From an optimization exercise on the open Yosys and OpenROAD flow, aimed at small area and a short achievable clock period; shortcuts taken in it are not production practice. At most, simulation tests tie the RTL to the original design; equivalence was not proved. Function not checked in run 1: the RTL went through the layout flow alone. Power and IR drop assume default switching activity.

[flow/run.sh]
#!/bin/bash
# synth_recipe.tcl (not shown) runs the flow's synth.tcl, then flattens the netlist and writes it again
# the make line also repeats each setting of config.mk as NAME=value (left out here)
make -C /OpenROAD-flow-scripts/flow DESIGN_CONFIG=/design/flow/config.mk WORK_HOME=/design/flow/orfs CLKGATE_MAP_FILE= SYNTH_SCRIPT=/design/flow/synth_recipe.tcl finish
[flow/config.mk]
export PLATFORM = sky130hd
export DESIGN_NAME = branch_predictor
export DESIGN_NICKNAME = branch_predictor
export VERILOG_FILES = /design/flow/design.v
export SDC_FILE = /design/flow/constraint.sdc
export NUM_CORES = 4
export LEC_CHECK = 0
export CAP_MARGIN = 20
export CORE_MARGIN = 2
export CORE_UTILIZATION = 65
export SETUP_SLACK_MARGIN = 1.5
export SLEW_MARGIN = 20
export SYNTH_HIERARCHICAL = 1
export SYNTH_MINIMUM_KEEP_SIZE = 0
[flow/constraint.sdc]
create_clock -name core_clock -period 7.0 [get_ports {clk}]
set_input_delay 1.4000 -clock core_clock [delete_from_list [all_inputs] [get_ports {clk}]]
set_output_delay 1.4000 -clock core_clock [all_outputs]
set_load 0.01 [all_outputs]
[flow/design.v]
module bp_nand4 (input logic a, b, c, d, output logic y);
  assign y = ~(a & b & c & d);
endmodule
module bp_nand3 (input logic a, b, c, output logic y);
  assign y = ~(a & b & c);
endmodule
module bp_nand2 (input logic a, b, output logic y);
  assign y = ~(a & b);
endmodule
module bp_nor3 (input logic a, b, c, output logic y);
  assign y = ~(a | b | c);
endmodule
module bp_nor2 (input logic a, b, output logic y);
  assign y = ~(a | b);
endmodule
module bp_inv (input logic a, output logic y);
  assign y = ~a;
endmodule
module bp_xnor2 (input logic a, b, output logic y);
  assign y = ~(a ^ b);
endmodule
module bp_mux2i (input logic s, a0, a1, output logic y);
  assign y = ~(s ? a1 : a0);
endmodule
module bp_dec (
  input  logic [4:0]  idx,
  output logic [31:0] sel
);
  always_comb
    for (int k = 0; k < 32; k++) sel[k] = (idx == k[4:0]);
endmodule
module bp_rd8 (
  input  logic [7:0] sel,
  input  logic [7:0] d,
  output logic       y
);
  assign y = |(sel & d);
endmodule
module bp_rdbit (
  input  logic [31:0] sel,
  input  logic [31:0] d,
  output logic        y
);
  logic [3:0] g;
  logic [1:0] h_n;
  for (genvar i = 0; i < 4; i++) begin : g_rd
    bp_rd8 u_rd (.sel(sel[8*i +: 8]), .d(d[8*i +: 8]), .y(g[i]));
  end
  bp_nor2  u_nr0 (.a(g[0]), .b(g[1]), .y(h_n[0]));
  bp_nor2  u_nr1 (.a(g[2]), .b(g[3]), .y(h_n[1]));
  bp_nand2 u_nd  (.a(h_n[0]), .b(h_n[1]), .y(y));
endmodule
module bp_match_n (
  input  logic [24:0] tag,
  input  logic [24:0] pc_tag,
  input  logic        valid,
  input  logic        ctr1,
  input  logic        sel,
  output logic        m_n
);
  logic [26:0] eq;
  logic [8:0]  l1_n;
  logic [2:0]  l2;
  for (genvar b = 0; b < 25; b++) begin : g_eq
    bp_xnor2 u_eq (.a(tag[b]), .b(pc_tag[b]), .y(eq[b]));
  end
  assign eq[25] = valid;
  assign eq[26] = ctr1;
  for (genvar i = 0; i < 9; i++) begin : g_l1
    bp_nand3 u_nd (.a(eq[3*i]), .b(eq[3*i+1]), .c(eq[3*i+2]), .y(l1_n[i]));
  end
  for (genvar i = 0; i < 3; i++) begin : g_l2
    bp_nor3 u_nr (.a(l1_n[3*i]), .b(l1_n[3*i+1]), .c(l1_n[3*i+2]), .y(l2[i]));
  end
  bp_nand4 u_m (.a(l2[0]), .b(l2[1]), .c(l2[2]), .d(sel), .y(m_n));
endmodule
module bp_rd #(
  parameter int W = 1
) (
  input  logic [31:0]     sel,
  input  logic [32*W-1:0] d,
  output logic [W-1:0]    q
);
  always_comb begin
    q = '0;
    for (int k = 0; k < 32; k++) q = q | (d[k*W +: W] & {W{sel[k]}});
  end
endmodule
module bp_inc_n (
  input  logic [31:0] pc,
  output logic [31:0] y_n
);
  assign y_n = ~{pc[31:2] + 30'd1, pc[1:0]};
endmodule
module branch_predictor (
  input  logic        clk,
  input  logic        reset,
  input  logic [31:0] if_pc,
  output logic        pred_taken,
  output logic [31:0] pred_next_pc,
  input  logic        ex_valid,
  input  logic        ex_is_branch,
  input  logic        ex_is_jump,
  input  logic [31:0] ex_pc,
  input  logic [31:0] ex_target,
  input  logic        ex_taken
);
  logic [31:0] valid_r;
  logic [24:0] tag_r    [32];
  logic [31:0] target_r [32];
  logic [1:0]  ctr_r    [32];
  logic [31:0] sel_a_s, sel_b_s, m_n_s;
  logic [31:0] col_tgt_s [32];
  logic [31:0] tgt_rd_s, tgt_rd_n_s, inc_n_s;
  logic [7:0]  or8_s;
  logic [3:0]  or16_n_s;
  logic [1:0]  or32_s;
  logic [3:0]  pt_n_s;
  always_comb
    for (int k = 0; k < 32; k++)
      for (int b = 0; b < 32; b++) col_tgt_s[b][k] = target_r[k][b];
  bp_dec u_dec_a (.idx(if_pc[6:2]), .sel(sel_a_s));
  bp_dec u_dec_b (.idx(if_pc[6:2]), .sel(sel_b_s));
  for (genvar k = 0; k < 32; k++) begin : g_ent
    bp_match_n u_m (.tag(tag_r[k]), .pc_tag(if_pc[31:7]), .valid(valid_r[k]),
                    .ctr1(ctr_r[k][1]), .sel(sel_a_s[k]), .m_n(m_n_s[k]));
  end
  for (genvar i = 0; i < 8; i++) begin : g_or8
    bp_nand4 u_nd (.a(m_n_s[4*i]), .b(m_n_s[4*i+1]), .c(m_n_s[4*i+2]), .d(m_n_s[4*i+3]),
                   .y(or8_s[i]));
  end
  for (genvar i = 0; i < 4; i++) begin : g_or16
    bp_nor2 u_nr (.a(or8_s[2*i]), .b(or8_s[2*i+1]), .y(or16_n_s[i]));
  end
  for (genvar i = 0; i < 2; i++) begin : g_or32
    bp_nand2 u_nd (.a(or16_n_s[2*i]), .b(or16_n_s[2*i+1]), .y(or32_s[i]));
  end
  for (genvar i = 0; i < 4; i++) begin : g_pt
    bp_nor2 u_nr (.a(or32_s[0]), .b(or32_s[1]), .y(pt_n_s[i]));
  end
  bp_inv u_pto (.a(pt_n_s[0]), .y(pred_taken));
  bp_inc_n u_inc (.pc(if_pc), .y_n(inc_n_s));
  for (genvar b = 0; b < 32; b++) begin : g_tgt
    bp_rdbit  u_rd  (.sel(sel_b_s), .d(col_tgt_s[b]), .y(tgt_rd_s[b]));
    bp_inv    u_iv  (.a(tgt_rd_s[b]), .y(tgt_rd_n_s[b]));
    bp_mux2i  u_out (.s(pt_n_s[b / 8]), .a0(tgt_rd_n_s[b]), .a1(inc_n_s[b]),
                     .y(pred_next_pc[b]));
  end
  logic [32*28-1:0] ex_tbl_s;
  logic [31:0] ex_sel_s, tag_we_s, tgt_we_s;
  logic [27:0] ex_rd_s;
  logic [1:0]  ctr_nxt_s;
  logic        ex_hit_s, upd_s, taken_s;
  always_comb
    for (int k = 0; k < 32; k++) ex_tbl_s[k*28 +: 28] = {ctr_r[k], valid_r[k], tag_r[k]};
  bp_dec u_dec_ex (.idx(ex_pc[6:2]), .sel(ex_sel_s));
  bp_rd #(.W(28)) u_ex_rd (.sel(ex_sel_s), .d(ex_tbl_s), .q(ex_rd_s));
  always_comb begin
    upd_s    = ex_valid && (ex_is_branch || ex_is_jump);
    taken_s  = ex_is_jump || ex_taken;
    ex_hit_s = ex_rd_s[25] && (ex_rd_s[24:0] == ex_pc[31:7]);
    if (ex_is_jump)
      ctr_nxt_s = 2'b11;
    else if (!ex_hit_s)
      ctr_nxt_s = 2'b10;
    else if (taken_s)
      ctr_nxt_s = (ex_rd_s[27:26] == 2'b11) ? 2'b11 : ex_rd_s[27:26] + 2'b01;
    else
      ctr_nxt_s = (ex_rd_s[27:26] == 2'b00) ? 2'b00 : ex_rd_s[27:26] - 2'b01;
    tag_we_s = ex_sel_s & {32{upd_s && taken_s}};
    tgt_we_s = ex_sel_s & {32{upd_s && (taken_s || ex_hit_s)}};
  end
  always_ff @(posedge clk) begin
    if (reset)
      valid_r <= '0;
    else
      valid_r <= valid_r | tag_we_s;
  end
  always_ff @(posedge clk) begin
    for (int k = 0; k < 32; k++) begin
      if (tag_we_s[k])
        tag_r[k] <= ex_pc[31:7];
      if (tgt_we_s[k]) begin
        target_r[k] <= ex_target;
        ctr_r[k]    <= ctr_nxt_s;
      end
    end
  end
endmodule
==> results.txt, run 1 <==
status = no timing/DRC/antenna violations
top-count cell post-synth = edfxtp_1
fin util = 77.6%
Final TNS setup = 0 ps
depth of the worst hold-timing path = 2
grt peak-use layer = met2
Hold Path End = valid_r[19]$_SDFF_PP0_
Mean Syn Cell Area = 15.8 sq um
nets = 5738
Die H = 355 um
FMAX = 180 MHz
post-synth top area share = 71.0%
Final setup viols = 0
CP max-delay cell = or3b_4
Core Region = 122000 sq um
Power Density = 256 nW/um^2
fin. max-slew vios = 0
die width = 355 um
Commonest cells post-synth = edfxtp_1, a22oi_1, xnor2_1
crit end category = output pin
crit-path max FO = 10
Final Wtd Congestion = 1.01
Synth area leaders = edfxtp_1, xnor2_1, a22oi_1
worst-path cell chain = buf_2, bufbuf_16, or3b_4, nor2_4, buf_4, bufbuf_16, a22oi_1, nand4_1, nor2_2, nand2_1, inv_1, mux2i_1, buf_4, dlygate4sd2_1
P_leak = 0.0296 uW
crit path buf inv count = 7
Remaining DRCs = 0
number of synthesized flops with an enable pin = 1888
Worst Path Arrival = 4150 ps
vias in the first global route = 50300
Synth cell types = 40
CP peak stage delay = 460 ps
FP Rows = 128
initial antenna violation count = 12
asr flop ratio synth = 0%
HP Start = valid_r[19]$_SDFF_PP0_
Routed Antenna Nets = 0
Synth-to-Final Area Change = 18.3%
startpoint types = primary input
IO buf count = 132
Top delay family on crit path = buffers and inverters
Syn Inst Count = 5042
reg2reg end = target_r[23][13]$_DFFE_PP_
register bit total from synthesis = 1920
Synthesized Nets = 5145
internal reg-to-reg setup slack = 2880 ps
sequential area share after synthesis = 71.8%
Crit Path Category = in2out
Clock Path Buffers = 3
io pins = 135
DIE AREA = 126000 sq um
CTS tree = yes
Setup Skew = 25.1 ps
first-pass GRT wire length = 354000 um
synth warn = 17
Worst Hold Class = reg2reg
Final Critical Period = 5550 ps
routed len/inst = 34.0 um
Power, Total = 24200 uW
Initial Utilization = 65.6%
top_reg_cell synth = edfxtp_1
clock tree root driver cell = clkbuf_16
Clk Latency, worst-skew pair = 840 ps
ratio of cells with drive above 1 in the final layout = 16.5%
Slew HR = 15.7%
met1 GRT Util = 51.5%
Tightest Pin Transition = 1260 ps
pin count of the biggest net entering global routing = 35
DRT iter0 DRCs = 7610
Hold Buf Count CTS = 0
Critical Path RT = 5600 ps
met3 usage = 8.40%
Synth Cell Area = 79900 sq um
GRT Total Usage = 40.0%
area leader, netlist = edfxtp_1
Max VDD drop = 0.268 mV
DR pass1 iterations = 6
Num CTS Buffers = 187
met2 Use GR = 62.4%
CTS clk-pin slew, worst paths = 60 ps
R2R depth = 10
RSZ-0062 raised after global routing = true
Final period util = 79.3%
Worst Hold Slack = 504 ps
Final HPWL DP = 160000 um
via count = 51400
Max Cap Violations = 0
Clock Sinks = 1920
H-Tree Depth = 4
final hold vios = 0
drt total wl = 252000 um
grt ovf = 0
vias per inst = 6.92
R2R Path Start = tag_r[12][7]$_DFFE_PP_
==> per-stage QoR <==
step	setup WS, ps	instances	cell area (sq um)
2_1_floorplan	1890	5042	79900
3_3_place_gp	238	6983	86200
3_5_place_dp	230	6983	86200
4_1_cts	1400	7402	94300
5_1_grt	1400	7421	94500
6_report	1450	7425	94500
==> layout make-up <==
type                       instances  area [sq um]
tap                             1625          2030
inverter                          38           143
timing repair buffer             520          6310
sequential                      1920         57300
antenna                            7          17.5
clock inverter                   117          1160
clock buffer                     230          4890
fill                            6975         27300
multi-input combinational       2968         22700
==> how the worst max path moves through the flow <==
stage	startpoint	to	slack (ps)	depth (start not counted)
2_1_floorplan	ex_pc[6]	ctr_r[21][0]$_DFFE_PP_	1890	14
3_3_place_gp	ex_pc[6]	target_r[0][14]$_DFFE_PP_	240	14
3_5_place_dp	ex_pc[6]	target_r[0][8]$_DFFE_PP_	230	14
4_1_cts	if_pc[5]	pred_next_pc[17]	1400	13
5_1_grt	if_pc[3]	pred_next_pc[18]	1400	14
6_report	if_pc[3]	pred_next_pc[18]	1450	14
==> layout by cell type, fill, tap and decap left out, types with 53 or more instances in the layout <==
cell type / netlist / layout
clkdlybuf4s50_1: 0 / 53
buf_12: 0 / 121
nand3_1: 303 / 302
edfxtp_1: 1888 / 1888
buf_4: 8 / 234
nand4_1: 294 / 294
clkbuf_16: 0 / 190
nor2_1: 239 / 154
a22oi_1: 960 / 960
clkinv_1: 0 / 55
xnor2_1: 833 / 830
==> per-module statistics from Yosys, one instance, submodules excluded, excerpt <==
| module | flip-flops and latches | cell area [sq um] | times used |
|---|---|---|---|
| branch_predictor | 1920 | 58500 | 1 |
| bp_nand3 | 0 | 5.00 | 288 |
| bp_nand4 | 0 | 6.26 | 40 |
| bp_nand2 | 0 | 3.75 | 34 |
| bp_mux2i | 0 | 10.0 | 32 |
| bp_inv | 0 | 3.75 | 33 |
| bp_nor3 | 0 | 10.0 | 96 |
| bp_nor2 | 0 | 3.75 | 72 |
| bp_dec | 0 | 221 | 3 |
| bp_rd8 | 0 | 36.3 | 128 |
| bp_xnor2 | 0 | 8.76 | 800 |
| bp_inc_n | 0 | 576 | 1 |
==> registers in the layout, summed over array words and instances, names as in the netlist <==
signal    flops
ctr_r        64
tag_r       800
target_r   1024
valid_r      32
==> layer usage <==
metal	wire length (um)	vias to the layer above
met4	18600	6
met2	117000	3607
met1	87400	25600
met3	29000	758
li1	-	21400
met5	25	-
==> power by group <==
part	switching, uW	internal, uW	total [uW]
registers	38.7	12700	12800
clock network	4330	5590	9920
logic	986	552	1540
total	5360	18900	24200
==> logic make-up (layout without fill, tap and decap cells) <==
family	count (synthesis)	in the layout	synth area share, %
flops	1920	1920	71.8
compound gates	963	963	9.05
fa+ha+maj	3	3	0.0407
xor+xnor	853	853	9.35
mux	32	32	0.401
buf+inv	155	905	1.27
simple gates	1116	1117	8.13
other cells	0	7	0
==> worst min-delay path, stage by stage (launching register included) <==
cell     delay [ps]
dfxtp_1         320
nor2_1          100
nor2_1           40
==> what timing repair did <==
| item | CTS | global route |
|---|---|---|
| endpoints found under the setup margin | 1141 | 1011 |
| gates resized for setup | 230 | 41 |
| cloned | 23 | 2 |
| setup buffers | 49 | 14 |
| pin swaps | 48 | 17 |
==> inputs of run 2 (changes only) <==
--- a/flow/design.v
+++ b/flow/design.v
@@ -26,8 +26,22 @@
   input  logic [4:0]  idx,
   output logic [31:0] sel
 );
-  always_comb
-    for (int k = 0; k < 32; k++) sel[k] = (idx == k[4:0]);
+  logic [4:0] idx_n;
+  logic [3:0] lo_n;
+  logic [7:0] hi_n;
+  for (genvar i = 0; i < 5; i++) begin : g_inv
+    bp_inv u_iv (.a(idx[i]), .y(idx_n[i]));
+  end
+  for (genvar i = 0; i < 4; i++) begin : g_lo
+    bp_nand2 u_nd (.a(i[0] ? idx[0] : idx_n[0]), .b(i[1] ? idx[1] : idx_n[1]), .y(lo_n[i]));
+  end
+  for (genvar i = 0; i < 8; i++) begin : g_hi
+    bp_nand3 u_nd (.a(i[0] ? idx[2] : idx_n[2]), .b(i[1] ? idx[3] : idx_n[3]),
+                   .c(i[2] ? idx[4] : idx_n[4]), .y(hi_n[i]));
+  end
+  for (genvar k = 0; k < 32; k++) begin : g_sel
+    bp_nor2 u_nr (.a(lo_n[k % 4]), .b(hi_n[k / 4]), .y(sel[k]));
+  end
 endmodule
 module bp_rd8 (
   input  logic [7:0] sel,
@@ -73,18 +87,6 @@
     bp_nor3 u_nr (.a(l1_n[3*i]), .b(l1_n[3*i+1]), .c(l1_n[3*i+2]), .y(l2[i]));
   end
   bp_nand4 u_m (.a(l2[0]), .b(l2[1]), .c(l2[2]), .d(sel), .y(m_n));
-endmodule
-module bp_rd #(
-  parameter int W = 1
-) (
-  input  logic [31:0]     sel,
-  input  logic [32*W-1:0] d,
-  output logic [W-1:0]    q
-);
-  always_comb begin
-    q = '0;
-    for (int k = 0; k < 32; k++) q = q | (d[k*W +: W] & {W{sel[k]}});
-  end
 endmodule
 module bp_inc_n (
   input  logic [31:0] pc,
@@ -105,7 +107,7 @@
   input  logic [31:0] ex_target,
   input  logic        ex_taken
 );
-  logic [31:0] valid_r;
+  logic        valid_r  [32];
   logic [24:0] tag_r    [32];
   logic [31:0] target_r [32];
   logic [1:0]  ctr_r    [32];
@@ -146,44 +148,67 @@
     bp_mux2i  u_out (.s(pt_n_s[b / 8]), .a0(tgt_rd_n_s[b]), .a1(inc_n_s[b]),
                      .y(pred_next_pc[b]));
   end
-  logic [32*28-1:0] ex_tbl_s;
-  logic [31:0] ex_sel_s, tag_we_s, tgt_we_s;
-  logic [27:0] ex_rd_s;
-  logic [1:0]  ctr_nxt_s;
-  logic        ex_hit_s, upd_s, taken_s;
+  logic [31:0] ex_sel_s;
+  logic [31:0] col_tag_s [25];
+  logic [31:0] col_val_s, col_c0_s, col_c1_s;
+  logic [24:0] ex_tag_rd_s;
+  logic [26:0] ex_eq_s;
+  logic [8:0]  ex_l1_n_s;
+  logic [2:0]  ex_l2_s;
+  logic [1:0]  ex_ctr_s, ctr_nxt_s;
+  logic        ex_hit_n_s, ex_hit_s, upd_s, taken_s;
   always_comb
-    for (int k = 0; k < 32; k++) ex_tbl_s[k*28 +: 28] = {ctr_r[k], valid_r[k], tag_r[k]};
+    for (int k = 0; k < 32; k++) begin
+      for (int b = 0; b < 25; b++) col_tag_s[b][k] = tag_r[k][b];
+      col_val_s[k] = valid_r[k];
+      col_c0_s[k]  = ctr_r[k][0];
+      col_c1_s[k]  = ctr_r[k][1];
+    end
   bp_dec u_dec_ex (.idx(ex_pc[6:2]), .sel(ex_sel_s));
-  bp_rd #(.W(28)) u_ex_rd (.sel(ex_sel_s), .d(ex_tbl_s), .q(ex_rd_s));
+  for (genvar b = 0; b < 25; b++) begin : g_ex_tag
+    bp_rdbit u_rd (.sel(ex_sel_s), .d(col_tag_s[b]), .y(ex_tag_rd_s[b]));
+    bp_xnor2 u_eq (.a(ex_tag_rd_s[b]), .b(ex_pc[7+b]), .y(ex_eq_s[b]));
+  end
+  bp_rdbit u_rd_val (.sel(ex_sel_s), .d(col_val_s), .y(ex_eq_s[25]));
+  assign ex_eq_s[26] = 1'b1;
+  bp_rdbit u_rd_c0 (.sel(ex_sel_s), .d(col_c0_s), .y(ex_ctr_s[0]));
+  bp_rdbit u_rd_c1 (.sel(ex_sel_s), .d(col_c1_s), .y(ex_ctr_s[1]));
+  for (genvar i = 0; i < 8; i++) begin : g_ex_l1
+    bp_nand3 u_nd (.a(ex_eq_s[3*i]), .b(ex_eq_s[3*i+1]), .c(ex_eq_s[3*i+2]), .y(ex_l1_n_s[i]));
+  end
+  bp_nand2 u_ex_l1_8 (.a(ex_eq_s[24]), .b(ex_eq_s[25]), .y(ex_l1_n_s[8]));
+  for (genvar i = 0; i < 3; i++) begin : g_ex_l2
+    bp_nor3 u_nr (.a(ex_l1_n_s[3*i]), .b(ex_l1_n_s[3*i+1]), .c(ex_l1_n_s[3*i+2]), .y(ex_l2_s[i]));
+  end
+  bp_nand3 u_ex_hit (.a(ex_l2_s[0]), .b(ex_l2_s[1]), .c(ex_l2_s[2]), .y(ex_hit_n_s));
+  assign ex_hit_s = ~ex_hit_n_s;
   always_comb begin
     upd_s    = ex_valid && (ex_is_branch || ex_is_jump);
     taken_s  = ex_is_jump || ex_taken;
-    ex_hit_s = ex_rd_s[25] && (ex_rd_s[24:0] == ex_pc[31:7]);
     if (ex_is_jump)
       ctr_nxt_s = 2'b11;
     else if (!ex_hit_s)
       ctr_nxt_s = 2'b10;
     else if (taken_s)
-      ctr_nxt_s = (ex_rd_s[27:26] == 2'b11) ? 2'b11 : ex_rd_s[27:26] + 2'b01;
+      ctr_nxt_s = (ex_ctr_s == 2'b11) ? 2'b11 : ex_ctr_s + 2'b01;
     else
-      ctr_nxt_s = (ex_rd_s[27:26] == 2'b00) ? 2'b00 : ex_rd_s[27:26] - 2'b01;
-    tag_we_s = ex_sel_s & {32{upd_s && taken_s}};
-    tgt_we_s = ex_sel_s & {32{upd_s && (taken_s || ex_hit_s)}};
+      ctr_nxt_s = (ex_ctr_s == 2'b00) ? 2'b00 : ex_ctr_s - 2'b01;
   end
   always_ff @(posedge clk) begin
-    if (reset)
-      valid_r <= '0;
-    else
-      valid_r <= valid_r | tag_we_s;
+    if (reset) begin
+      for (int i = 0; i < 32; i++) valid_r[i] <= 1'b0;
+    end else if (upd_s && taken_s) begin
+      valid_r[ex_pc[6:2]] <= 1'b1;
+    end
   end
   always_ff @(posedge clk) begin
-    for (int k = 0; k < 32; k++) begin
-      if (tag_we_s[k])
-        tag_r[k] <= ex_pc[31:7];
-      if (tgt_we_s[k]) begin
-        target_r[k] <= ex_target;
-        ctr_r[k]    <= ctr_nxt_s;
-      end
+    if (upd_s && taken_s)
+      tag_r[ex_pc[6:2]] <= ex_pc[31:7];
+  end
+  always_ff @(posedge clk) begin
+    if (upd_s && (taken_s || ex_hit_s)) begin
+      target_r[ex_pc[6:2]] <= ex_target;
+      ctr_r[ex_pc[6:2]]    <= ctr_nxt_s;
     end
   end
 endmodule
--- a/flow/config.mk
+++ b/flow/config.mk
@@ -8,7 +8,7 @@
 export CAP_MARGIN = 20
 export CORE_MARGIN = 2
 export CORE_UTILIZATION = 65
-export SETUP_SLACK_MARGIN = 1.5
+export SETUP_SLACK_MARGIN = 2.2
 export SLEW_MARGIN = 20
 export SYNTH_HIERARCHICAL = 1
 export SYNTH_MINIMUM_KEEP_SIZE = 0
==> results.txt, run 2 <==
Final Wtd Congestion = 0.937 (-7.3%)
max FFs per register = 1024 (unchanged)
initial antenna violation count = 8 (-4)
P_leak = 0.0304 uW (+2.9%)
area leader, netlist = edfxtp_1
met3 usage = 13.2% (+4.8 points)
vias per inst = 6.98 (+0.88%)
Mean Syn Cell Area = 15.6 sq um (-1.3%)
most frequent cells in the layout = edfxtp_1, a22oi_1, xnor2_1
die width = 354 um (-0.26%)
post-synth top area share = 71.3% (+0.37 points)
Final Critical Period = 5200 ps (-356 ps)
IO buf count = 132 (unchanged)
crit end category = output pin
Crit Path Category = in2out
Die H = 354 um (-0.26%)
Synth Cell Area = 79500 sq um (-0.52%)
via count = 53700 (+4.6%)
CTS clk-pin slew, worst paths = 60 ps (about the same)
DIE AREA = 125000 sq um (-0.52%)
final hold vios = 0 (unchanged)
H-Tree Depth = 4 (unchanged)
met1 GRT Util = 58.7% (+7.1 points)
Clock Path Buffers = 3 (unchanged)
FP Rows = 128 (unchanged)
Syn Inst Count = 5081 (+0.77%)
Synth cell types = 45 (+13%)
internal reg-to-reg setup slack = 3300 ps (+420 ps)
asr flop ratio synth = 0% (unchanged)
dpl cells = 7115 (+1.9%)
Tightest Pin Transition = 1210 ps (-57.1 ps)
launch point of the worst path = if_pc[6]
clock tree root driver cell = clkbuf_16
io pins = 135 (unchanged)
dpl ws = 196 ps (-34.6 ps)
top_reg_cell synth = edfxtp_1
Initial Utilization = 65.4% (-0.17 points)
leading cell type in the layout, fill and taps excluded = edfxtp_1
Max VDD drop = 0.290 mV (+8.1%)
post-route insts no fill = 7696 (+3.6%)
Commonest cells post-synth = edfxtp_1, a22oi_1, xnor2_1
startpoint types = primary input
Num CTS Buffers = 187 (unchanged)
CTS tree = yes
Final setup viols = 0 (unchanged)
Hold Buf Count CTS = 0 (unchanged)
status = no timing/DRC/antenna violations
DR pass1 iterations = 8 (+2)
fin. max-slew vios = 0 (unchanged)
Slew HR = 19.5% (+3.7 points)
register bit total from synthesis = 1920 (unchanged)
number of synthesized flops with an enable pin = 1888 (unchanged)
reg2reg end = target_r[3][10]$_DFFE_PP_
Final HPWL DP = 150000 um (-6.4%)
Synth area leaders = edfxtp_1, xnor2_1, a22oi_1
nets = 6013 (+4.8%)
pin count of the biggest net entering global routing = 41 (+17%)
Core Region = 122000 sq um (-0.26%)
grt peak-use layer = met1
sequential area share after synthesis = 72.1% (+0.38 points)
crit path to = pred_next_pc[8]
R2R Path Start = tag_r[0][9]$_DFFE_PP_
Worst Hold Class = reg2reg
drt total wl = 255000 um (+1.2%)
Setup Skew = 37.5 ps (+12.5 ps)
synth warn = 11 (-6)
grt ovf = 0 (unchanged)
Final period util = 74.3% (-5.1 points)
crit-path max FO = 9 (-1)
Worst Path Arrival = 3800 ps (-350 ps)
Routed Antenna Nets = 0 (unchanged)
routed len/inst = 33.2 um (-2.4%)
ratio of cells with drive above 1 in the final layout = 21.9% (+5.3 points)
Critical Path RT = 5600 ps (about the same)
GRT Total Usage = 39.7% (-0.30 points)
Synth-to-Final Area Change = 23.1%
Remaining DRCs = 0 (unchanged)
Clk Latency, worst-skew pair = 850 ps (about the same)
final worst setup slack = 1800 ps (+356 ps)
Max Cap Violations = 0 (unchanged)
first-pass GRT wire length = 352000 um (-0.54%)
Clock Sinks = 1920 (unchanged)
R2R depth = 14 (+4)
top-count cell post-synth = edfxtp_1
Power Density = 251 nW/um^2 (-2.0%)
Final TNS setup = 0 ps (unchanged)
RSZ-0062 raised after global routing = true
DRT iter0 DRCs = 8839 (+16%)
Synthesized Nets = 5184 (+0.76%)
met2 Use GR = 55.8% (-6.6 points)
vias in the first global route = 50800 (+1.1%)
FMAX = 192 MHz (+6.9%)
-- run 2: cell count changes after synthesis, moves of 13 or more --
cell | before | now
nor2_1 | 239 | 259
nand3_1 | 303 | 335
clkbuf_1 | 19 | 6
nand2_1 | 44 | 104
and2_1 | 32 | 3
buf_6 | 45 | 2
nor2b_2 | 29 | 0
o22ai_1 | 0 | 30
nor3_1 | 3 | 26
buf_2 | 33 | 9
inv_1 | 38 | 85
or4_1 | 28 | 0
-- run 2: through the flow --
step           hold WS [ps]  cell area, sq um  power [uW]  utilization, %
3_5_place_dp            471             86800       14400            71.4
6_report                484             97800       24600            80.5
5_1_grt                 498             97800       25100            80.5
2_1_floorplan           453             80300       13600               -
4_1_cts                 481             96300       24400            79.3
3_3_place_gp            463             86900       14400            71.5
-- run 2: kinds of logic after synthesis --
family / share of synthesized area [%]
AOI/OAI and AO/OA: 9.36
xor gates and xnor gates: 9.40
adders and majority gates: 0.0409
buffers and inverters: 0.557
DFF: 72.1
muxes: 0.403
and+or+nand+nor: 8.10
-- run 2: worst max-delay path, stage by stage --
cell	delay, ps
buf_6	130
buf_12	140
clkinvlp_4	170
buf_6	160
nand3_4	140
nor2_4	80
buf_12	150
buf_4	190
a22oi_1	210
nand4_1	220
nor2_4	280
nand2_2	120
inv_1	110
mux2i_4	90
buf_6	170
-- run 2: routing by layer --
| metal | share of wire [%] | routed length (um) |
|---|---|---|
| met5 | 0.012 | 31 |
| met4 | 3.7 | 9340 |
| met3 | 17 | 42300 |
| met2 | 43 | 110000 |
| met1 | 37 | 93600 |
-- run 2: area by class of cell --
type	count	area [sq um]
inverter	86	355
clock buffer	236	4900
tap	1625	2030
timing repair buffer	634	7740
clock inverter	113	1160
antenna	1	2.50
sequential	1920	57300
fill	6451	23700
multi-input combinational	3081	24300
-- run 2: worst min-delay path by stage --
| stage | startpoint | end | slack, ps | cells past startpoint |
|---|---|---|---|---|
| after floorplan | valid_r[12]$_DFF_P_ | valid_r[12]$_DFF_P_ | 450 | 2 |
| after global placement | valid_r[12]$_DFF_P_ | valid_r[12]$_DFF_P_ | 460 | 2 |
| after detailed placement | valid_r[20]$_DFF_P_ | valid_r[20]$_DFF_P_ | 470 | 2 |
| after CTS | valid_r[12]$_DFF_P_ | valid_r[12]$_DFF_P_ | 480 | 2 |
| after global routing | valid_r[10]$_DFF_P_ | valid_r[10]$_DFF_P_ | 500 | 2 |
| final | valid_r[12]$_DFF_P_ | valid_r[12]$_DFF_P_ | 480 | 2 |
-- run 2: timing repair --
| action | 4_1_cts | 5_1_grt |
|---|---|---|
| cloned | 56 | 20 |
| setup buffers | 106 | 49 |
| gates resized for setup | 512 | 169 |
| pin swaps | 151 | 112 |
| setup endpoints to repair | 1185 | 1134 |
-- run 2: where the power goes --
group	internal (uW)	switching, uW	leakage [uW]	total, uW
Combinational	640	1170	0.0102	1810
Sequential	12700	41.9	0.0173	12800
Clock	5630	4360	0.00295	9980
Total	19000	5570	0.0304	24600
-- run 2: Yosys stat by module, one instance, submodules excluded, a selection --
| module | flops+latches | cells inside | times used | cell area, sq um |
|---|---|---|---|---|
| bp_nand2 | 0 | 1 | 75 | 3.75 |
| bp_nor2 | 0 | 1 | 224 | 3.75 |
| bp_nor3 | 0 | 1 | 99 | 10.0 |
| bp_xnor2 | 0 | 1 | 825 | 8.76 |
| bp_inc_n | 0 | 85 | 1 | 594 |
| bp_nand4 | 0 | 1 | 40 | 6.26 |
| bp_nand3 | 0 | 1 | 321 | 5.00 |
| bp_inv | 0 | 1 | 48 | 3.75 |
==> inputs of run 3 (changes only) <==
--- a/flow/config.mk
+++ b/flow/config.mk
@@ -8,7 +8,7 @@
 export CAP_MARGIN = 20
 export CORE_MARGIN = 2
 export CORE_UTILIZATION = 65
-export SETUP_SLACK_MARGIN = 2.2
+export SETUP_SLACK_MARGIN = 1.5
 export SLEW_MARGIN = 20
 export SYNTH_HIERARCHICAL = 1
 export SYNTH_MINIMUM_KEEP_SIZE = 0
==> results.txt, run 3 <==
startpoint types = primary input
CTS tree = yes
CP max-delay cell = clkdlybuf4s50_1
Top delay family on crit path = buffers and inverters
Synth Cell Area = 79500 sq um (unchanged)
drt total wl = 232000 um (-9.0%)
Critical Path RT = 5600 ps (about the same)
Synth area leaders = edfxtp_1, xnor2_1, a22oi_1
P_leak = 0.0289 uW (-4.9%)
routed len/inst = 30.9 um (-6.8%)
Clk network pwr share = 41.0% (+0.3 points)
status = no timing/DRC/antenna violations
area leader, netlist = edfxtp_1
dpl cells = 7114 (-0.014%)
Sw Ratio = 21.9% (-0.74 points)
vias in the first global route = 48600 (-4.3%)
Filler cells = 7105 (+10%)
post-route insts no fill = 7517 (-2.3%)
first-pass GRT wire length = 331000 um (-5.8%)
Max Cap Violations = 0 (unchanged)
register bit total from synthesis = 1920 (unchanged)
most frequent cells in the layout = edfxtp_1, a22oi_1, xnor2_1
fin. max-slew vios = 0 (unchanged)
Final TNS setup = 0 ps (unchanged)
Tightest Pin Transition = 873 ps (-333 ps)
nets = 5838 (-2.9%)
via count = 51000 (-5.1%)
grt peak-use layer = met1
leading cell type in the layout, fill and taps excluded = edfxtp_1
Power Density = 258 nW/um^2 (+2.9%)
post-synth top area share = 71.3% (unchanged)
met2 Use GR = 51.6% (-4.2 points)
top-count cell post-synth = edfxtp_1
Clock Path Buffers = 3 (unchanged)
Synthesized Nets = 5184 (unchanged)
sequential area share after synthesis = 72.1% (unchanged)
Hold Buf Count CTS = 0 (unchanged)
Final Wtd Congestion = 0.948 (+1.2%)
DRT iter0 DRCs = 7554 (-15%)
Synth-to-Final Area Change = 18.2%
Commonest cells post-synth = edfxtp_1, a22oi_1, xnor2_1
depth of the worst hold-timing path = 2 (unchanged)
Die H = 354 um (unchanged)
ratio of cells with drive above 1 in the final layout = 16.9% (-5.0 points)
Combinational Power Share = 6.4% (-1.0 points)
Worst Hold Class = reg2reg
Remaining DRCs = 0 (unchanged)
grt ovf = 0 (unchanged)
Power, Total = 24300 uW (-1.2%)
top_reg_cell synth = edfxtp_1
FP Rows = 128 (unchanged)
crit end category = output pin
Pint = 18900 uW (-0.27%)
area of the multi-input gates = 23000 sq um (-5.4%)
synth warn = 11 (unchanged)
switching pwr = 5320 uW (-4.4%)
Final HPWL DP = 149000 um (-0.86%)
Reg area = 57300 sq um (unchanged)
Slew HR = 41.7% (+22 points)
initial antenna violation count = 15 (+7)
R2R depth = 13 (-1)
Clk Latency, worst-skew pair = 830 ps (-20 ps)
die width = 354 um (unchanged)
Final setup viols = 0 (unchanged)
FMAX = 182 MHz (-5.6%)
H-Tree Depth = 4 (unchanged)
Max VDD drop = 0.281 mV (-2.8%)
met3 usage = 12.3% (-0.88 points)
Setup Skew = 30.8 ps (-6.75 ps)
IO buf count = 132 (unchanged)
pin count of the biggest net entering global routing = 41 (unchanged)
crit-path max FO = 12 (+3)
CTS clk-pin slew, worst paths = 60 ps (about the same)
clock tree root driver cell = clkbuf_16
Synth cell types = 45 (unchanged)
met1 GRT Util = 56.0% (-2.7 points)
worst-path cell chain = buf_4, buf_12, clkinvlp_4, nand3_2, nor2_4, buf_4, buf_4, a22oi_1, nand4_1, nor2_1, nand2_1, inv_1, mux2i_1, clkdlybuf4s50_1
DR pass1 iterations = 8 (unchanged)
Clock Sinks = 1920 (unchanged)
DIE AREA = 125000 sq um (unchanged)
Final period util = 78.7% (+4.4 points)
Worst Path Arrival = 4110 ps (+310 ps)
GRT Total Usage = 37.0% (-2.7 points)
asr flop ratio synth = 0% (unchanged)
Syn Inst Count = 5081 (unchanged)
io pins = 135 (unchanged)
Final Critical Period = 5510 ps (+310 ps)
number of synthesized flops with an enable pin = 1888 (unchanged)
Crit path depth = 14 (-1)
Mean Syn Cell Area = 15.6 sq um (unchanged)
Crit Path Category = in2out
sequential share of power = 52.6% (+0.6 points)
RSZ-0062 raised after global routing = true
vias per inst = 6.78 (-2.8%)
crit path buf inv count = 7 (-1)
final hold vios = 0 (unchanged)
CP peak stage delay = 520 ps (+240 ps)
max FFs per register = 1024 (unchanged)
Initial Utilization = 65.4% (unchanged)
Num CTS Buffers = 187 (unchanged)
Routed Antenna Nets = 0 (unchanged)
Core Region = 122000 sq um (unchanged)
cell mode on critical path = buf_4
==> run 3: cell count changes in the layout (fill, tap and decap cells not counted), sizes merged, moves of 9 or more <==
cell / delta
nor2: -26
clkbuf: -25
buf: -171
dlymetal6s2s: +22
clkdlybuf4s50: +15
clkinvlp: -9
==> run 3: area by class of cell <==
class | instances | share of cell area, %
flip-flops and latches | 1920 | 61.0
multi-input cells | 3055 | 24.4
repair buffers | 485 | 5.56
clock buffers | 226 | 5.18
well taps | 1625 | 2.16
clock inverters | 115 | 1.23
inverters | 86 | 0.356
diodes | 5 | 0.0133
==> run 3: cells by family (layout without fill, tap and decap cells) <==
kind of cell               after synthesis  in the layout  share of synthesized area, %
xor gates and xnor gates               853            853                          9.40
AOI/OAI and AO/OA                      995            995                          9.36
buffers and inverters                  107            912                         0.557
and+or+nand+nor                       1171           1172                          8.10
adders and majority gates                3              3                        0.0409
muxes                                   32             32                         0.403
DFF                                   1920           1920                          72.1
other                                    0              5                             0
==> run 3: power by group through the flow <==
stage / Clock [uW] / Sequential (uW) / Combinational (uW)
floorplan: 0 / 13000 / 612
global placement: 0 / 13000 / 1390
detailed placement: 0 / 13000 / 1420
CTS: 9980 / 12800 / 1500
global route: 10400 / 12800 / 1630
finish: 9940 / 12800 / 1560
==> run 3: through the flow <==
stage                     worst slack [ps]  area, sq um  util [%]  hold WS (ps)
after floorplan                       1160        79800         -           453
after global routing                  1440        93900      77.3           493
after global placement                 411        86400      71.1           464
final                                 1490        93900      77.3           486
after CTS                             1500        93600      77.0           481
after detailed placement               353        86400      71.1           472
==> run 3: final timing paths <==
check | start | end | slack, ps
worst max-delay path | if_pc[4] | pred_next_pc[7] | 1490
worst min-delay path | valid_r[14]$_DFF_P_ | valid_r[14]$_DFF_P_ | 490
worst max register to register | tag_r[10][16]$_DFFE_PP_ | target_r[31][8]$_DFFE_PP_ | 3160
worst min register to register | valid_r[14]$_DFF_P_ | valid_r[14]$_DFF_P_ | 490
==> run 3: modules after synthesis (local to each module, per instance), excerpt <==
module	area (sq um)	flip-flops and latches
bp_inc_n	594	0
bp_mux2i	10.0	0
bp_nand3	5.00	0
bp_nand4	6.26	0
bp_nor2	3.75	0
bp_nor3	10.0	0
bp_rd8	36.3	0
bp_xnor2	8.76	0
branch_predictor	58500	1920
==> run 3: layer usage <==
| layer | up-vias | part of all wire [%] |
|---|---|---|
| met5 | - | 0.059 |
| li1 | 21800 | - |
| met1 | 25500 | 40 |
| met4 | 20 | 2.6 |
| met2 | 3284 | 43 |
| met3 | 372 | 15 |
==> run 3: tightest hold or removal path, stage by stage (launching register included) <==
cell and delay [ps]:
dfxtp_1 320, inv_1 50, o22ai_1 60
==> run 3: what timing repair did <==
| item | in CTS | in global routing |
|---|---|---|
| resized for setup | 203 | 69 |
| gates cloned | 6 | 3 |
| endpoints found under the setup margin | 450 | 1109 |
| buffers inserted | 34 | 14 |
| pin swaps | 22 | 14 |
==> inputs of run 4 (changes only) <==
--- a/flow/config.mk
+++ b/flow/config.mk
@@ -8,7 +8,11 @@
 export CAP_MARGIN = 20
 export CORE_MARGIN = 2
 export CORE_UTILIZATION = 65
-export SETUP_SLACK_MARGIN = 1.5
+export CTS_BUF_LIST = sky130_fd_sc_hd__clkbuf_8 sky130_fd_sc_hd__clkbuf_16
+export CTS_CLUSTER_DIAMETER = 60
+export CTS_CLUSTER_SIZE = 28
+export SETUP_SLACK_MARGIN = 2.5
 export SLEW_MARGIN = 20
 export SYNTH_HIERARCHICAL = 1
 export SYNTH_MINIMUM_KEEP_SIZE = 0
+export TNS_END_PERCENT = 5
==> results.txt, run 4 <==
status = no timing/DRC/antenna violations
top_reg_cell synth = edfxtp_1
Final setup viols = 0 (unchanged)
Crit Path Category = in2out
Slew HR = 22.3% (-19 points)
switching pwr = 5540 uW (+4.0%)
FMAX = 196 MHz (+8.2%)
HP Start = valid_r[9]$_DFF_P_
Synth Cell Area = 79500 sq um (unchanged)
Pint = 17600 uW (-7.3%)
top-count cell post-synth = edfxtp_1
CTS clk-pin slew, worst paths = 80 ps (+20 ps)
Final HPWL DP = 153000 um (+2.7%)
crit-path max FO = 32 (+20)
GRT Total Usage = 40.0% (+3.1 points)
Final period util = 72.7% (-6.0 points)
Synthesized Nets = 5184 (unchanged)
sequential share of power = 55.2% (+2.6 points)
Routed Antenna Nets = 0 (unchanged)
io pins = 135 (unchanged)
Synth area leaders = edfxtp_1, xnor2_1, a22oi_1
Sw Ratio = 24.0% (+2.0 points)
max FFs per register = 1024 (unchanged)
Max VDD drop = 0.288 mV (+2.3%)
internal reg-to-reg setup slack = 3330 ps (+170 ps)
Power Density = 232 nW/um^2 (-10%)
leading cell type in the layout, fill and taps excluded = edfxtp_1
DIE AREA = 125000 sq um (unchanged)
Initial Utilization = 65.4% (unchanged)
routed len/inst = 33.3 um (+7.9%)
Worst Path Arrival = 3690 ps (-420 ps)
Max Cap Violations = 0 (unchanged)
nets = 6043 (+3.5%)
Worst Hold Slack = 481 ps (-5.19 ps)
H-Tree Depth = 4 (unchanged)
Tightest Pin Transition = 1160 ps (+290 ps)
Remaining DRCs = 0 (unchanged)
Clk network pwr share = 36.5% (-4.5 points)
RSZ-0062 raised after global routing = true
DRT iter0 DRCs = 9119 (+21%)
Clock Sinks = 1920 (unchanged)
R2R Path Start = tag_r[24][16]$_DFFE_PP_
area leader, netlist = edfxtp_1
pin count of the biggest net entering global routing = 41 (unchanged)
Num CTS Buffers = 132 (-29%)
post-route insts no fill = 7673 (+2.1%)
P_leak = 0.0312 uW (+7.9%)
dpl cells = 7133 (+0.27%)
Core Region = 122000 sq um (unchanged)
ratio of cells with drive above 1 in the final layout = 26.9% (+10 points)
fin. max-slew vios = 0 (unchanged)
sequential area share after synthesis = 72.1% (unchanged)
post-synth top area share = 71.3% (unchanged)
Die H = 354 um (unchanged)
launch point of the worst path = if_pc[6]
Final TNS setup = 0 ps (unchanged)
most frequent cells in the layout = edfxtp_1, a22oi_1, xnor2_1
Combinational Power Share = 8.4% (+2.0 points)
drt total wl = 256000 um (+10%)
Power, Total = 23100 uW (-4.8%)
die width = 354 um (unchanged)
Final Critical Period = 5090 ps (-417 ps)
first-pass GRT wire length = 357000 um (+7.7%)
IO buf count = 132 (unchanged)
synth warn = 11 (unchanged)
clock tree root driver cell = clkbuf_16
vias in the first global route = 51200 (+5.3%)
crit end category = output pin
Clk Latency, worst-skew pair = 780 ps (-50 ps)
grt ovf = 0 (unchanged)
number of synthesized flops with an enable pin = 1888 (unchanged)
asr flop ratio synth = 0% (unchanged)
Setup Skew = 38.3 ps (+7.56 ps)
initial antenna violation count = 10 (-5)
Synth-to-Final Area Change = 25.2%
Worst Hold Class = reg2reg
Final Wtd Congestion = 0.945 (-0.30%)
register bit total from synthesis = 1920 (unchanged)
final hold vios = 0 (unchanged)
CTS tree = yes
Synth cell types = 45 (unchanged)
DR pass1 iterations = 6 (-2)
Syn Inst Count = 5081 (unchanged)
vias per inst = 7.04 (+3.7%)
Mean Syn Cell Area = 15.6 sq um (unchanged)
Critical Path RT = 5600 ps (about the same)
startpoint types = primary input
Commonest cells post-synth = edfxtp_1, a22oi_1, xnor2_1
Clock Path Buffers = 3 (unchanged)
FP Rows = 128 (unchanged)
via count = 54000 (+5.9%)
run 4: cell counts after synthesis:
No cell type changed its count.
run 4: cell families (layout without fill, tap and decap cells):
kind of cell,after synthesis,after routing,synth area share [%]
adder cells (fa/ha/maj),3,3,0.0409
other,0,3,0
multiplexers,32,32,0.403
AND/OR/NAND/NOR,1171,1183,8.10
AO/OA/AOI/OAI,995,995,9.36
buffers and inverters,107,1059,0.557
flip-flops,1920,1920,72.1
XOR/XNOR,853,853,9.40
run 4: worst paths after layout:
kind	cells after the start	to
max	14	pred_next_pc[20]
min	2	valid_r[9]$_DFF_P_
max reg2reg	13	target_r[22][1]$_DFFE_PP_
min reg2reg	2	valid_r[9]$_DFF_P_
run 4: area by class of cell:
type,instances,area [sq um]
sequential,1920,57300
multi-input combinational,3066,25800
fill,6184,22000
timing repair buffer,734,9250
clock buffer,139,3480
tap,1625,2030
clock inverter,100,1210
inverter,86,359
antenna,3,7.51
run 4: worst max-delay path: stages:
cell        delay (ps)
buf_12             110
buf_12             130
clkinvlp_4         160
buf_4              180
nand3_4            140
nor2_4              60
buf_12             160
a22oi_1            220
nand4_1            180
nor2_4             300
nand2_2            140
inv_2              110
mux2i_4            110
buf_2              170
run 4: through the flow:
step	cell area, sq um	worst slack (ps)	util (%)
CTS	97600	2070	80.3
floorplan	80300	2050	-
detailed placement	86700	272	71.3
finish	99500	1910	81.9
global route	99500	1910	81.9
global placement	86700	295	71.3
run 4: layer usage:
layer  GRT usage (%)  vias up  routed length (um)
li1                -    22200                   -
met2            56.8     4237              110000
met3            11.5      560               41800
met5               0        -                  80
met4            12.2       12                8910
met1            60.7    27000               95300
run 4: power groups by stage:
| stage | clock, uW | combinational [uW] | sequential, uW |
|---|---|---|---|
| after CTS | 8420 | 1760 | 12700 |
| after global routing | 8820 | 1990 | 12800 |
| after floorplan | 0 | 634 | 13000 |
| final | 8420 | 1930 | 12700 |
| after global placement | 0 | 1400 | 13000 |
| after detailed placement | 0 | 1430 | 13000 |
run 4: what timing repair did:
item,in CTS,in global routing
hold buffers,0,0
gates resized for setup,892,217
setup endpoints to repair,1185,1129
pin swaps,266,198
buffers inserted,153,82
cloned,53,10
run 4: modules after synthesis (local to each module, per instance), a selection:
module	cells inside	copies in the design	area [sq um]
bp_nand4	1	40	6.26
bp_rd8	5	240	36.3
bp_nand3	1	321	5.00
bp_nor3	1	99	10.0
bp_inc_n	85	1	594
branch_predictor	2132	1	58500
bp_mux2i	1	32	10.0
bp_nor2	1	224	3.75
bp_xnor2	1	825	8.76
==> inputs of run 5 (changes only) <==
--- a/flow/config.mk
+++ b/flow/config.mk
@@ -11,8 +11,7 @@
 export CTS_BUF_LIST = sky130_fd_sc_hd__clkbuf_8 sky130_fd_sc_hd__clkbuf_16
 export CTS_CLUSTER_DIAMETER = 60
 export CTS_CLUSTER_SIZE = 28
-export SETUP_SLACK_MARGIN = 2.5
+export SETUP_SLACK_MARGIN = 2.2
 export SLEW_MARGIN = 20
 export SYNTH_HIERARCHICAL = 1
 export SYNTH_MINIMUM_KEEP_SIZE = 0
-export TNS_END_PERCENT = 5
==> results.txt, run 5 <==
clock tree root driver cell = clkbuf_16
grt ovf = 0 (unchanged)
io pins = 135 (unchanged)
P_leak = 0.0295 uW (-5.6%)
top-count cell post-synth = edfxtp_1
sequential area share after synthesis = 72.1% (unchanged)
Final Wtd Congestion = 0.937 (-0.85%)
Filler cells = 6773 (+9.5%)
Routed Antenna Nets = 0 (unchanged)
crit-path max FO = 5 (-84%)
Clk network pwr share = 36.5% (about the same)
final hold vios = 0 (unchanged)
pin count of the biggest net entering global routing = 41 (unchanged)
CTS tree = yes
Max VDD drop = 0.299 mV (+4.0%)
crit end category = output pin
FP Rows = 128 (unchanged)
FMAX = 196 MHz (-0.41%)
most frequent cells in the layout = edfxtp_1, a22oi_1, xnor2_1
Max Cap Violations = 0 (unchanged)
Synth cell types = 45 (unchanged)
Sw Ratio = 23.7% (-0.27 points)
grt peak-use layer = met1
met3 usage = 12.6% (+1.1 points)
Final setup viols = 0 (unchanged)
vias per inst = 6.96 (-1.1%)
sequential share of power = 55.7% (+0.5 points)
Final HPWL DP = 150000 um (-1.8%)
Synth area leaders = edfxtp_1, xnor2_1, a22oi_1
Crit Path Category = in2out
RSZ-0062 raised after global routing = true
main combinational cell family by area after synthesis = XOR/XNOR gates
synth warn = 11 (unchanged)
Syn Inst Count = 5081 (unchanged)
Synthesized Nets = 5184 (unchanged)
die width = 354 um (unchanged)
Num CTS Buffers = 130 (-1.5%)
Final period util = 73.0% (+0.30 points)
drt total wl = 249000 um (-2.7%)
final worst setup slack = 1890 ps (-20.8 ps)
dpl ws = 196 ps (-76.3 ps)
switching pwr = 5430 uW (-2.0%)
asr flop ratio synth = 0% (unchanged)
Slew HR = 20.1% (-2.3 points)
Synth Cell Area = 79500 sq um (unchanged)
Synth-to-Final Area Change = 20.7%
DR pass1 iterations = 8 (+2)
IO buf count = 132 (unchanged)
met2 Use GR = 55.1% (-1.6 points)
max FFs per register = 1024 (unchanged)
GRT Total Usage = 39.0% (-1.0 points)
top_reg_cell synth = edfxtp_1
Adder-Cell Fraction of Synth Area = 0.0409% (unchanged)
Power Density = 239 nW/um^2 (+2.8%)
routed len/inst = 32.9 um (-1.2%)
Worst Hold Class = reg2reg
Post-Synth Simple-Gate Area = 8.10% (unchanged)
Worst Path Arrival = 3710 ps (+20 ps)
Compound-Gate Fraction of Synth Area = 9.36% (unchanged)
post-synthesis mux area share = 0.403% (unchanged)
Combinational Power Share = 7.8% (-0.6 points)
Hold Buf Count CTS = 0 (unchanged)
register bit total from synthesis = 1920 (unchanged)
H-Tree Depth = 4 (unchanged)
DRT iter0 DRCs = 8315 (-8.8%)
Tightest Pin Transition = 1200 ps (+33.8 ps)
Remaining DRCs = 0 (unchanged)
Final TNS setup = 0 ps (unchanged)
Core Region = 122000 sq um (unchanged)
Initial Utilization = 65.4% (unchanged)
Pint = 17500 uW (-0.54%)
number of synthesized flops with an enable pin = 1888 (unchanged)
nets = 5926 (-1.9%)
Die H = 354 um (unchanged)
DIE AREA = 125000 sq um (unchanged)
Commonest cells post-synth = edfxtp_1, a22oi_1, xnor2_1
initial antenna violation count = 6 (-4)
status = no timing/DRC/antenna violations
vias in the first global route = 50200 (-2.0%)
Mean Syn Cell Area = 15.6 sq um (unchanged)
Clock Sinks = 1920 (unchanged)
Setup Skew = 42.2 ps (+3.84 ps)
area leader, netlist = edfxtp_1
ratio of cells with drive above 1 in the final layout = 21.3% (-5.5 points)
met1 GRT Util = 57.7% (-3.1 points)
post-synth top area share = 71.3% (unchanged)
first-pass GRT wire length = 346000 um (-3.1%)
startpoint types = primary input
CTS clk-pin slew, worst paths = 80 ps (about the same)
XOR/XNOR Fraction of Synth Area = 9.40% (unchanged)
Clock Path Buffers = 3 (unchanged)
Clk Latency, worst-skew pair = 810 ps (+30 ps)
via count = 52600 (-2.6%)
Final Critical Period = 5110 ps (+20.8 ps)
fin. max-slew vios = 0 (unchanged)
Critical Path RT = 5600 ps (about the same)
leading cell type in the layout, fill and taps excluded = edfxtp_1
[run 5: logic make-up (layout without fill, tap and decap cells)]
group | count (synthesis) | count (layout)
DFF | 1920 | 1920
muxes | 32 | 32
adders and majority gates | 3 | 3
buffers and inverters | 107 | 928
other | 0 | 1
AOI/OAI and AO/OA | 995 | 995
and+or+nand+nor | 1171 | 1198
xor gates and xnor gates | 853 | 853
[run 5: timing repair]
action | in CTS | in global routing
gates cloned | 49 | 15
buffers inserted | 94 | 43
resized for setup | 531 | 124
setup endpoints to repair | 1185 | 1117
pin swaps | 145 | 80
[run 5: path summary, 6_finish.rpt]
check | endpoint | slack (ps) | cells after the start | startpoint
min | valid_r[20]$_DFF_P_ | 490 | 2 | valid_r[20]$_DFF_P_
min reg2reg | valid_r[20]$_DFF_P_ | 490 | 2 | valid_r[20]$_DFF_P_
max reg2reg | target_r[27][3]$_DFFE_PP_ | 3360 | 13 | tag_r[24][10]$_DFFE_PP_
max | pred_next_pc[21] | 1890 | 15 | if_pc[25]
[run 5: Yosys stat by module, one instance, submodules excluded, excerpt]
module | cells | flip-flops and latches | cell area [sq um]
branch_predictor | 2132 | 1920 | 58500
bp_nand2 | 1 | 0 | 3.75
bp_nand3 | 1 | 0 | 5.00
bp_inv | 1 | 0 | 3.75
bp_nand4 | 1 | 0 | 6.26
bp_nor2 | 1 | 0 | 3.75
bp_xnor2 | 1 | 0 | 8.76
bp_inc_n | 85 | 0 | 594
bp_rd8 | 5 | 0 | 36.3
bp_nor3 | 1 | 0 | 10.0
bp_mux2i | 1 | 0 | 10.0
[run 5: critical path: stages]
cell and delay (ps):
buf_12 140, buf_12 160, buf_4 140, xnor2_1 150
nand3_1 110, nor3_2 230, nand4_1 230, nand4_1 160
nor2_2 60, nand2_4 160, nor2_4 60, buf_8 140
buf_12 140, mux2i_2 200, buf_2 180
[run 5: final cells by class]
class | count | area, sq um | area share (%)
Timing Repair Buffer | 604 | 7290 | 7.60
Multi-Input combinational cell | 3081 | 24200 | 25.3
Clock buffer | 141 | 3530 | 3.68
Antenna cell | 1 | 2.50 | 0.00261
Sequential cell | 1920 | 57300 | 59.8
Tap cell | 1625 | 2030 | 2.12
Inverter | 86 | 355 | 0.370
Clock inverter | 97 | 1140 | 1.19
[run 5: through the flow]
stage	utilization [%]	power [uW]	hold WS (ps)	cells	instance area (sq um)
after global routing	78.9	23400	506	7555	95900
final	78.9	22900	485	7555	95900
after detailed placement	71.4	14400	471	7115	86800
after floorplan	-	13600	453	5081	80300
after CTS	78.0	22800	485	7496	94800
after global placement	71.5	14400	463	7115	86900
[run 5: per-layer routing]
| metal | wire length (um) | up-vias |
|---|---|---|
| li1 | - | 22000 |
| met1 | 93100 | 26200 |
| met2 | 106000 | 3868 |
| met3 | 40500 | 500 |
| met4 | 8980 | 2 |
| met5 | 9 | - |
[run 5: power by group through the flow]
stage                     Clock [uW]  Sequential, uW  Combinational (uW)
after floorplan                    0           13000                 634
after global placement             0           13000                1410
after detailed placement           0           13000                1440
after CTS                       8390           12700                1650
after global routing            8790           12700                1850
final                           8360           12700                1790
==> inputs of run 6 (changes only) <==
--- a/flow/design.v
+++ b/flow/design.v
@@ -19,8 +19,8 @@
 module bp_xnor2 (input logic a, b, output logic y);
   assign y = ~(a ^ b);
 endmodule
-module bp_mux2i (input logic s, a0, a1, output logic y);
-  assign y = ~(s ? a1 : a0);
+module bp_a32oi (input logic a1, a2, a3, b1, b2, output logic y);
+  assign y = ~((a1 & a2 & a3) | (b1 & b2));
 endmodule
 module bp_dec (
   input  logic [4:0]  idx,
@@ -50,19 +50,26 @@
 );
   assign y = |(sel & d);
 endmodule
+module bp_rdbit2_n (
+  input  logic [31:0] sel,
+  input  logic [31:0] d,
+  output logic [1:0]  y_n
+);
+  logic [3:0] g;
+  for (genvar i = 0; i < 4; i++) begin : g_rd
+    bp_rd8 u_rd (.sel(sel[8*i +: 8]), .d(d[8*i +: 8]), .y(g[i]));
+  end
+  bp_nor2 u_nr0 (.a(g[0]), .b(g[1]), .y(y_n[0]));
+  bp_nor2 u_nr1 (.a(g[2]), .b(g[3]), .y(y_n[1]));
+endmodule
 module bp_rdbit (
   input  logic [31:0] sel,
   input  logic [31:0] d,
   output logic        y
 );
-  logic [3:0] g;
   logic [1:0] h_n;
-  for (genvar i = 0; i < 4; i++) begin : g_rd
-    bp_rd8 u_rd (.sel(sel[8*i +: 8]), .d(d[8*i +: 8]), .y(g[i]));
-  end
-  bp_nor2  u_nr0 (.a(g[0]), .b(g[1]), .y(h_n[0]));
-  bp_nor2  u_nr1 (.a(g[2]), .b(g[3]), .y(h_n[1]));
-  bp_nand2 u_nd  (.a(h_n[0]), .b(h_n[1]), .y(y));
+  bp_rdbit2_n u_rd (.sel(sel), .d(d), .y_n(h_n));
+  bp_nand2    u_nd (.a(h_n[0]), .b(h_n[1]), .y(y));
 endmodule
 module bp_match_n (
   input  logic [24:0] tag,
@@ -113,11 +120,12 @@
   logic [1:0]  ctr_r    [32];
   logic [31:0] sel_a_s, sel_b_s, m_n_s;
   logic [31:0] col_tgt_s [32];
-  logic [31:0] tgt_rd_s, tgt_rd_n_s, inc_n_s;
+  logic [1:0]  tgt_h_n_s [32];
+  logic [31:0] inc_n_s;
   logic [7:0]  or8_s;
   logic [3:0]  or16_n_s;
   logic [1:0]  or32_s;
-  logic [3:0]  pt_n_s;
+  logic [3:0]  pt_n_s, pt_s;
   always_comb
     for (int k = 0; k < 32; k++)
       for (int b = 0; b < 32; b++) col_tgt_s[b][k] = target_r[k][b];
@@ -138,15 +146,16 @@
     bp_nand2 u_nd (.a(or16_n_s[2*i]), .b(or16_n_s[2*i+1]), .y(or32_s[i]));
   end
   for (genvar i = 0; i < 4; i++) begin : g_pt
-    bp_nor2 u_nr (.a(or32_s[0]), .b(or32_s[1]), .y(pt_n_s[i]));
-  end
-  bp_inv u_pto (.a(pt_n_s[0]), .y(pred_taken));
+    bp_nor2  u_nr (.a(or32_s[0]), .b(or32_s[1]), .y(pt_n_s[i]));
+    bp_nand4 u_nd (.a(or16_n_s[0]), .b(or16_n_s[1]), .c(or16_n_s[2]), .d(or16_n_s[3]),
+                   .y(pt_s[i]));
+  end
+  assign pred_taken = pt_s[0];
   bp_inc_n u_inc (.pc(if_pc), .y_n(inc_n_s));
   for (genvar b = 0; b < 32; b++) begin : g_tgt
-    bp_rdbit  u_rd  (.sel(sel_b_s), .d(col_tgt_s[b]), .y(tgt_rd_s[b]));
-    bp_inv    u_iv  (.a(tgt_rd_s[b]), .y(tgt_rd_n_s[b]));
-    bp_mux2i  u_out (.s(pt_n_s[b / 8]), .a0(tgt_rd_n_s[b]), .a1(inc_n_s[b]),
-                     .y(pred_next_pc[b]));
+    bp_rdbit2_n u_rd  (.sel(sel_b_s), .d(col_tgt_s[b]), .y_n(tgt_h_n_s[b]));
+    bp_a32oi    u_out (.a1(pt_s[b / 8]), .a2(tgt_h_n_s[b][0]), .a3(tgt_h_n_s[b][1]),
+                       .b1(pt_n_s[b / 8]), .b2(inc_n_s[b]), .y(pred_next_pc[b]));
   end
   logic [31:0] ex_sel_s;
   logic [31:0] col_tag_s [25];
==> results.txt, run 6 <==
status = no timing/DRC/antenna violations
switching pwr = 5420 uW (about the same)
Crit Path Category = in2out
crit end category = output pin
Hold Buf Count CTS = 0 (unchanged)
final hold vios = 0 (unchanged)
startpoint types = primary input
number of synthesized flops with an enable pin = 1888 (unchanged)
P_leak = 0.0287 uW (-2.5%)
dpl cell area = 86200 sq um (-0.78%)
Max Cap Violations = 0 (unchanged)
Max VDD drop = 0.262 mV (-12%)
Critical Path RT = 5600 ps (about the same)
DR pass1 iterations = 6 (-2)
Combinational Power Share = 7.8% (about the same)
Final Critical Period = 5160 ps (+49.0 ps)
Core Region = 121000 sq um (-0.26%)
cell mode on critical path = nand4_1
Final TNS setup = 0 ps (unchanged)
Routed Antenna Nets = 0 (unchanged)
io pins = 135 (unchanged)
Clock Path Buffers = 3 (unchanged)
crit-path max FO = 5 (unchanged)
grt peak-use layer = met1
CP max-delay cell = nor2_4
Commonest cells post-synth = edfxtp_1, a22oi_1, xnor2_1
Initial Utilization = 65.3% (-0.10 points)
DRT iter0 DRCs = 8764 (+5.4%)
vias in the first global route = 49600 (-1.2%)
crit path buf inv count = 5 (-1)
CP peak stage delay = 290 ps (+60 ps)
Worst Hold Class = reg2reg
drt total wl = 253000 um (+1.7%)
CTS clk-pin slew, worst paths = 80 ps (about the same)
Synth Cell Area = 79100 sq um (-0.42%)
met2 Use GR = 55.8% (+0.66 points)
Synth cell types = 44 (-2.2%)
ratio of cells with drive above 1 in the final layout = 20.3% (-0.98 points)
Clk network pwr share = 36.4% (about the same)
Synthesized Nets = 5115 (-1.3%)
fin. max-slew vios = 0 (unchanged)
pin count of the biggest net entering global routing = 41 (unchanged)
RSZ-0062 raised after global routing = true
Final Wtd Congestion = 0.966 (+3.1%)
Filler cells = 6918 (+2.1%)
top_reg_cell synth = edfxtp_1
Top delay family on crit path = simple AND/OR/NAND/NOR gates
met3 usage = 12.7% (+0.079 points)
Clk Latency, worst-skew pair = 810 ps (about the same)
clock tree root driver cell = clkbuf_16
Slew HR = 28.2% (+8.1 points)
worst-path cell chain = buf_2, inv_1, nand3_1, nor2_1, nand4_1, nand4_1, nor2_4, nand4_1, buf_6, buf_8, a32oi_4, buf_2
grt ovf = 0 (unchanged)
Synth-to-Final Area Change = 20.3%
Power Density = 240 nW/um^2 (+0.51%)
sequential area share after synthesis = 72.4% (+0.31 points)
Final period util = 73.7% (+0.70 points)
register bit total from synthesis = 1920 (unchanged)
FMAX = 194 MHz (-0.95%)
Syn Inst Count = 5012 (-1.4%)
via count = 52400 (-0.30%)
Final setup viols = 0 (unchanged)
top-count cell post-synth = edfxtp_1
Sw Ratio = 23.7% (+0.046 points)
Final HPWL DP = 143000 um (-4.3%)
vias per inst = 7.05 (+1.4%)
Setup Skew = 26.4 ps (-15.8 ps)
Clock Sinks = 1920 (unchanged)
most frequent cells in the layout = edfxtp_1, a22oi_1, xnor2_1
Mean Syn Cell Area = 15.8 sq um (+0.95%)
leading cell type in the layout, fill and taps excluded = edfxtp_1
max FFs per register = 1024 (unchanged)
Pint = 17400 uW (-0.28%)
synth warn = 12 (+1)
design area = 95200 sq um (-0.73%)
met1 GRT Util = 58.3% (+0.66 points)
post-synth top area share = 71.6% (+0.30 points)
Remaining DRCs = 0 (unchanged)
Worst Path Arrival = 3760 ps (+50 ps)
routed len/inst = 34.0 um (+3.4%)
Synth area leaders = edfxtp_1, xnor2_1, a22oi_1
asr flop ratio synth = 0% (unchanged)
GRT Total Usage = 39.5% (+0.48 points)
first-pass GRT wire length = 348000 um (+0.48%)
H-Tree Depth = 4 (unchanged)
CTS tree = yes
DIE AREA = 125000 sq um (-0.42%)
Tightest Pin Transition = 1070 ps (-122 ps)
nets = 5798 (-2.2%)
area leader, netlist = edfxtp_1
initial antenna violation count = 8 (+2)
sequential share of power = 55.8% (about the same)
FP Rows = 128 (unchanged)
Num CTS Buffers = 130 (unchanged)
die width = 353 um (-0.21%)
IO buf count = 132 (unchanged)
Die H = 353 um (-0.21%)
run 6: cell count changes after synthesis, moves of 4 or more:
cell / before / now
mux2i_1: 32 / 0
nor3_1: 26 / 19
inv_1: 85 / 53
nand2_1: 104 / 66
nand4_1: 291 / 296
nor4b_1: 1 / 7
clkbuf_1: 6 / 10
a32oi_1: 0 / 32
run 6: worst reg2reg max path, cell delays in order (launching register included):
cell,delay [ps]
edfxtp_1,480
a22oi_1,220
nand4_1,360
nor2_1,240
nand2_1,90
xnor2_1,210
nand3_2,150
nor3_4,260
nand3_2,160
nand2b_1,150
a21oi_4,90
buf_12,160
buf_6,150
nor4b_4,270
buf_6,190
buf_4,130
buf_6,130
run 6: through the flow:
| step | util [%] | std cells | total power (uW) | hold slack (ps) | setup WS [ps] |
|---|---|---|---|---|---|
| floorplan | - | 5012 | 13600 | 453 | 2040 |
| global placement | 71.1 | 6989 | 14400 | 465 | 490 |
| detailed placement | 71.1 | 6990 | 14400 | 470 | 429 |
| CTS | 77.6 | 7372 | 22700 | 481 | 1950 |
| global route | 78.5 | 7428 | 23300 | 500 | 1890 |
| finish | 78.5 | 7430 | 22800 | 485 | 1840 |
run 6: layout make-up:
class	count	area (sq um)	area share, %
clock inverters	98	1130	1.19
diodes	4	10.0	0.0105
inverters	53	225	0.237
flip-flops and latches	1920	57300	60.2
clock buffers	140	3490	3.67
well taps	1625	2030	2.14
repair buffers	540	6830	7.17
multi-input cells	3050	24200	25.4
run 6: modules after synthesis (local to each module, per instance), excerpt:
module	times used	cells	cell area (sq um)
branch_predictor	1	2124	58400
bp_inc_n	1	85	594
bp_rd8	240	5	36.3
bp_nor3	99	1	10.0
bp_xnor2	825	1	8.76
bp_nand4	44	1	6.26
bp_nand3	321	1	5.00
bp_inv	15	1	3.75
bp_nor2	224	1	3.75
bp_nand2	43	1	3.75
run 6: layer usage:
metal	vias up	routed length, um
met5	-	52
met2	3966	107000
li1	21700	-
met1	26200	94400
met4	10	9060
met3	521	42400
run 6: logic make-up (layout without fill, tap and decap cells):
group                      count (synthesis)  count (layout)  share of synthesized area [%]
DFF                                     1920            1920                           72.4
adders and majority gates                  3               3                         0.0411
buffers and inverters                     74             831                          0.375
other                                      0               4                              0
and+or+nand+nor                         1135            1167                           7.96
xor gates and xnor gates                 853             853                           9.44
AOI/OAI and AO/OA                       1027            1027                           9.74
run 6: timing repair:
item	in CTS	in global routing
gates resized for setup	528	115
pin swaps	121	76
endpoints found under the setup margin	1153	1082
gates cloned	57	27
buffers inserted	87	26
run 6: worst paths after layout:
kind / depth (start not counted) / slack, ps / from / end
max: 12 / 1840 / if_pc[4] / pred_next_pc[11]
min: 2 / 480 / valid_r[22]$_DFF_P_ / valid_r[22]$_DFF_P_
max reg2reg: 16 / 3270 / tag_r[28][16]$_DFFE_PP_ / target_r[13][15]$_DFFE_PP_
min reg2reg: 2 / 480 / valid_r[22]$_DFF_P_ / valid_r[22]$_DFF_P_
run 6: power by group through the flow:
stage	Sequential (uW)	Clock (uW)	Combinational, uW
finish	12700	8320	1780
global route	12700	8730	1830
CTS	12700	8330	1630
detailed placement	13000	0	1390
global placement	13000	0	1370
floorplan	13000	0	613

-- re-timing with driven ports --
Ports are ideal in the flow. The routed layouts listed here were re-timed in OpenROAD. Step 1 assumes that a clkbuf_16 drives the clock port and a buf_2 every other input. Step 2, shift: input delay + t, output delay - t, t = (earliest + latest rising clock arrival at the registers) / 2. This alone moves slack from input paths to output paths. Three values: ideal ports, drivers, drivers and shift; two values: the first two.
run	shift t [ns]	slack for setup (ns)
run 1	0.909	1.446 / 1.372 / 0.463
run 2	0.909	1.802 / 1.767 / 1.230
run 3	0.895	1.492 / 1.315 / 0.654
run 4	0.841	1.909 / 1.688 / 1.431
run 5	0.868	1.889 / 1.826 / 1.341
run 6	0.878	1.840 / 1.810 / 1.142
After both steps every run listed still meets setup and hold.
